Context: an optimization exercise on an open-source flow, tuned for small area. The choices shown serve that exercise and are no tape-out recipe.
The RTL was checked by simulation tests, not by an equivalence proof against the original design.
Power and IR drop assume default switching activity.

==> exp/nickel <==
## tomasulo_core
module tomasulo_core #(
  parameter int DEPTH_ADD = 8,
  parameter int DEPTH_MUL = 4
) (
  input  logic                      clk,
  input  logic                      arst_n,
  input  logic                      issue_valid,
  input  logic [1:0]                issue_unit,
  input  logic [rs_pkg::REG_W-1:0]  issue_dst,
  input  logic [rs_pkg::REG_W-1:0]  issue_src1,
  input  logic [rs_pkg::REG_W-1:0]  issue_src2,
  input  logic                      issue_has_imm,
  input  logic [rs_pkg::WORD_W-1:0] issue_imm,
  output logic                      issue_accept,
  input  logic [rs_pkg::REG_W-1:0]  rd_sel,
  output logic [rs_pkg::TAG_W-1:0]  rd_tag,
  output logic [rs_pkg::WORD_W-1:0] rd_value
);
==> flow/config.mk <==
export PLATFORM = sky130hd
export DESIGN_NAME = tomasulo_core
export DESIGN_NICKNAME = tomasulo_core
export VERILOG_FILES = /design/flow/design.v
export SDC_FILE = /design/flow/constraint.sdc
export NUM_CORES = 8
export LEC_CHECK = 0
export CAP_MARGIN = 20
export CELL_PAD_IN_SITES_DETAIL_PLACEMENT = 1
export CELL_PAD_IN_SITES_GLOBAL_PLACEMENT = 1
export CORE_MARGIN = 2
export CORE_UTILIZATION = 27
export CTS_CLUSTER_DIAMETER = 100
export CTS_CLUSTER_SIZE = 18
export PLACE_DENSITY = 0.37
export SLEW_MARGIN = 20
export SYNTH_HIERARCHICAL = 1
export SYNTH_MINIMUM_KEEP_SIZE = 0
==> flow/constraint.sdc <==
create_clock -name core_clock -period 12.0 [get_ports {clk}]
set_input_delay 2.4000 -clock core_clock [delete_from_list [all_inputs] [get_ports {clk}]]
set_output_delay 2.4000 -clock core_clock [all_outputs]
set_load 0.01 [all_outputs]
run.sh (not shown) runs the stock make flow with config.mk's settings and CLKGATE_MAP_FILE= SYNTH_SCRIPT=/design/flow/synth_recipe.tcl, a recipe that flattens the netlist after the stock synthesis.
==> inputs of exp/lagoon, as changes to exp/nickel <==
--- a/flow/design.v
+++ b/flow/design.v
@@ -1548,16 +1548,16 @@
     end
   end
   logic [NR-1:0] sel1, sel2, selr;
   logic [W-1:0]  rf1, rf2;
   logic [W-1:0][NR-1:0] rft;   
   always_comb begin
     for (int r = 0; r < NR; r++) begin
-      sel1[r] = rv[r] && (issue_src1 == 6'(r));
-      sel2[r] = rv[r] && (issue_src2 == 6'(r));
+      sel1[r] = rv[r] && use1 && (issue_src1 == 6'(r));
+      sel2[r] = rv[r] && use2 && (issue_src2 == 6'(r));
       selr[r] = rv[r] && (rd_sel == 6'(r));
       for (int b = 0; b < W; b++) rft[b][r] = rf[r][b];
     end
   end
   for (genvar b = 0; b < W; b++) begin : g_rd
     lc_or64 u_p1 (.s(sel1), .d(rft[b]), .y(rf1[b]));
     lc_or64 u_p2 (.s(sel2), .d(rft[b]), .y(rf2[b]));
@@ -1580,17 +1580,16 @@
   assign hm1  = |(m1[NS-1:NA] & m_oh);
   assign ha2  = reg2 && |(m2[NA-1:0] & a_oh);
   assign hm2  = reg2 && |(m2[NS-1:NA] & m_oh);
   logic         ea_rdy, eb_rdy;
   logic [W-1:0] ea, eb;
   assign ea_rdy = !w1 || ha1 || hm1;
   assign eb_rdy = !reg2 || !w2 || ha2 || hm2;
-  assign ea = {rf1[W-1:NS], use1 ? rf1[NS-1:0] : m1};
-  assign eb = ({W{issue_has_imm}} & issue_imm) |
-              ({W{reg2}} & {rf2[W-1:NS], use2 ? rf2[NS-1:0] : m2});
+  assign ea = rf1 | {{(W-NS){1'b0}}, m1};
+  assign eb = rf2 | ({W{issue_has_imm}} & issue_imm) | {{(W-NS){1'b0}}, m2 & {NS{reg2}}};
   logic [NS-1:0] wka, wkb;   
   logic [NS-1:0] wka_a, wka_m, wkb_a, wkb_m;
   logic [NS-1:0] ena, enb;   
   always_comb begin
     for (int s = 0; s < NS; s++) begin
       wka_a[s] = al[s] ? ha1 : (!ra[s] && |(wa[s][NA-1:0] & a_oh));
       wka_m[s] = al[s] ? hm1 : (!ra[s] && |(wa[s][NS-1:NA] & m_oh));
CELL_PAD_IN_SITES_DETAIL_PLACEMENT = unset   (was 1)
CELL_PAD_IN_SITES_GLOBAL_PLACEMENT = unset   (was 1)
CORE_UTILIZATION = 25   (was 27)
CTS_CLUSTER_DIAMETER = unset   (was 100)
CTS_CLUSTER_SIZE = unset   (was 18)
PLACE_DENSITY = 0.35   (was 0.37)
==> inputs of exp/ember, as changes to exp/nickel <==
--- a/flow/design.v
+++ b/flow/design.v
@@ -1469,14 +1469,40 @@
   wire t;
   lc_o22ai u_s (.a1(onen), .a2(xin), .b1(twon), .b2(xmn), .y(t));
   lc_xor2  u_n (.a(t), .b(neg), .y(p));
 endmodule
 module lc_add32 (input wire [31:0] a, b, output wire [31:0] s);
   assign s = a + b;
 endmodule
+module lc_mux2 (input wire a0, a1, s, output wire y);
+  assign y = s ? a1 : a0;
+endmodule
+module lc_rca8 (input wire [7:0] a, b, input wire ci, output wire [7:0] s, output wire co);
+  wire [8:0] c;
+  assign c[0] = ci;
+  for (genvar i = 0; i < 8; i++) begin : g_b
+    lc_fa u_fa (.a(a[i]), .b(b[i]), .c(c[i]), .s(s[i]), .co(c[i+1]));
+  end
+  assign co = c[8];
+endmodule
+module lc_add32cs (input wire [31:0] a, b, output wire [31:0] s);
+  wire [4:0] c;
+  assign c[0] = 1'b0;
+  lc_rca8 u_b0 (.a(a[7:0]), .b(b[7:0]), .ci(1'b0), .s(s[7:0]), .co(c[1]));
+  for (genvar k = 1; k < 4; k++) begin : g_k
+    wire [7:0] s0, s1;
+    wire       c0, c1;
+    lc_rca8 u_r0 (.a(a[8*k+7:8*k]), .b(b[8*k+7:8*k]), .ci(1'b0), .s(s0), .co(c0));
+    lc_rca8 u_r1 (.a(a[8*k+7:8*k]), .b(b[8*k+7:8*k]), .ci(1'b1), .s(s1), .co(c1));
+    for (genvar i = 0; i < 8; i++) begin : g_m
+      lc_mux2 u_m (.a0(s0[i]), .a1(s1[i]), .s(c[k]), .y(s[8*k+i]));
+    end
+    assign c[k+1] = c[k] ? c1 : c0;
+  end
+endmodule
 `default_nettype wire
 `timescale 1ns/10ps
 `default_nettype none
 module tomasulo_core #(
   parameter int DEPTH_ADD = 8,
   parameter int DEPTH_MUL = 4
 ) (
@@ -1656,15 +1682,15 @@
   end
   for (genvar b = 0; b < W; b++) begin : g_fm
     lc_or8 u_ax (.s(a_oh), .d(wat_a[b]), .y(a_x[b]));
     lc_or8 u_ay (.s(a_oh), .d(wbt_a[b]), .y(a_y[b]));
     lc_or4 u_mx (.s(m_oh), .d(wat_m[b]), .y(m_x[b]));
     lc_or4 u_my (.s(m_oh), .d(wbt_m[b]), .y(m_y[b]));
   end
-  lc_add32 u_add (.a(a_x), .b(a_y), .s(a_val));
+  lc_add32cs u_add (.a(a_x), .b(a_y), .s(a_val));
   mul32lo  u_mul (.x(m_x), .y(m_y), .p(m_val));
   logic rn;   
   assign rn = issue_accept;
   always_ff @(posedge clk or negedge arst_n) begin
     if (!arst_n) begin
       busy <= '0;
       own  <= '0;
CORE_UTILIZATION = 25   (was 27)
PLACE_DENSITY = 0.34   (was 0.37)
==> notes.md <==
part of the total power dissipated in the clock network=about 15%; layout checks that failed=capacitance limit, slew limit; number of cells in the finished layout apart from fillers=28100; leakage power of the design=a little under 0.08 µW; Final Max Slew Viols=2; Placed Cells=27600; global-route wire length before repair=about 2000000 µm; M3 GR Usage=19.9%; result of the run=finished with violations; Max-Cap Viols=1
# the run above: exp/nickel

==> notes.md <==
final weighted congestion in routability-driven placement=between 1 and 1.5; chip width=between 800 and 900 µm; CTS Buffer Depth=4; result of the run=timing/DRC/antenna clean; number of cells in the finished layout apart from fillers=28600; Final Max Slew Viols=0; post-route cell area=~200000 µm²; Synth Area in XOR/XNOR=3.20%; part of the total power dissipated in the clock network=roughly 14%; arithmetic-cell share of the synthesized area counting full adders, half adders and majority gates=around 3.7%; M3 GR Usage=15.3%; Placed Cells=~28000; leakage power of the design=0.0793 µW; Reg-to-Reg Start=m_oh[2]$_DFF_PN0_; effective utilization at floorplan=between 20 and 30%; global-route wire length before repair=between 2000000 and 2500000 µm
# the run above: exp/ember

==> notes.md <==
result of the run=timing/DRC/antenna clean; cell-by-cell listing of the critical path=clkdlybuf4s50_1 > xnor2_1 > nand3_1 > nor4b_1 > a2111oi_0 > nand3_4 > buf_12 > nor2_4 > buf_4 > a222oi_1 > nand4_1 > nor2_1 > nand3_1 > or2_2 > a222oi_1 > nand2_1; leakage power of the design=between 0.08 and 0.09 µW; mapped cell area=between 150000 and 200000 µm²; Placed Cells=28400; die height=819 µm; M3 GR Usage=around 16%; path type of the worst setup path=in2reg; global-route wire length before repair=about 1900000 µm; part of the total power dissipated in the clock network=a little over a fifth; Max-Cap Viols=0; Final Max Slew Viols=0
# the run above: exp/lagoon

==> port drivers added, routing unchanged <==
The results above use ideal ports. As a check the final layouts listed here were re-extracted and re-timed, cells and wires unchanged. Step 1: set_driving_cell puts a clkbuf_16 on clk and a buf_2 on each other input, an assumption about the parent block. Step 2 also shifts input and output timing later by t, the mid clock arrival at the registers, as if the neighbouring blocks saw the same clock. Slacks: no drivers / after step 1 / after step 2; pairs: no drivers / after step 1.
| run | t, ns | setup slack, ns | hold slack, ns | worst data-port slew with drivers (ns) |
|---|---|---|---|---|
| exp/nickel | 1.191 | 1.517 / 1.492 / 1.492 | 0.445 / 0.445 / 0.445 | 0.06 |
| exp/lagoon | 1.248 | 1.192 / 1.299 / 0.051 | 0.441 / 0.441 / 0.441 | 0.15 |
| exp/ember | 1.208 | 1.045 / 1.011 / 1.011 | 0.445 / 0.445 / 0.445 | 0.11 |
For exp/lagoon, which loses most, drivers alone change the setup slack by +0.107 ns; drivers and shift together by -1.141 ns.
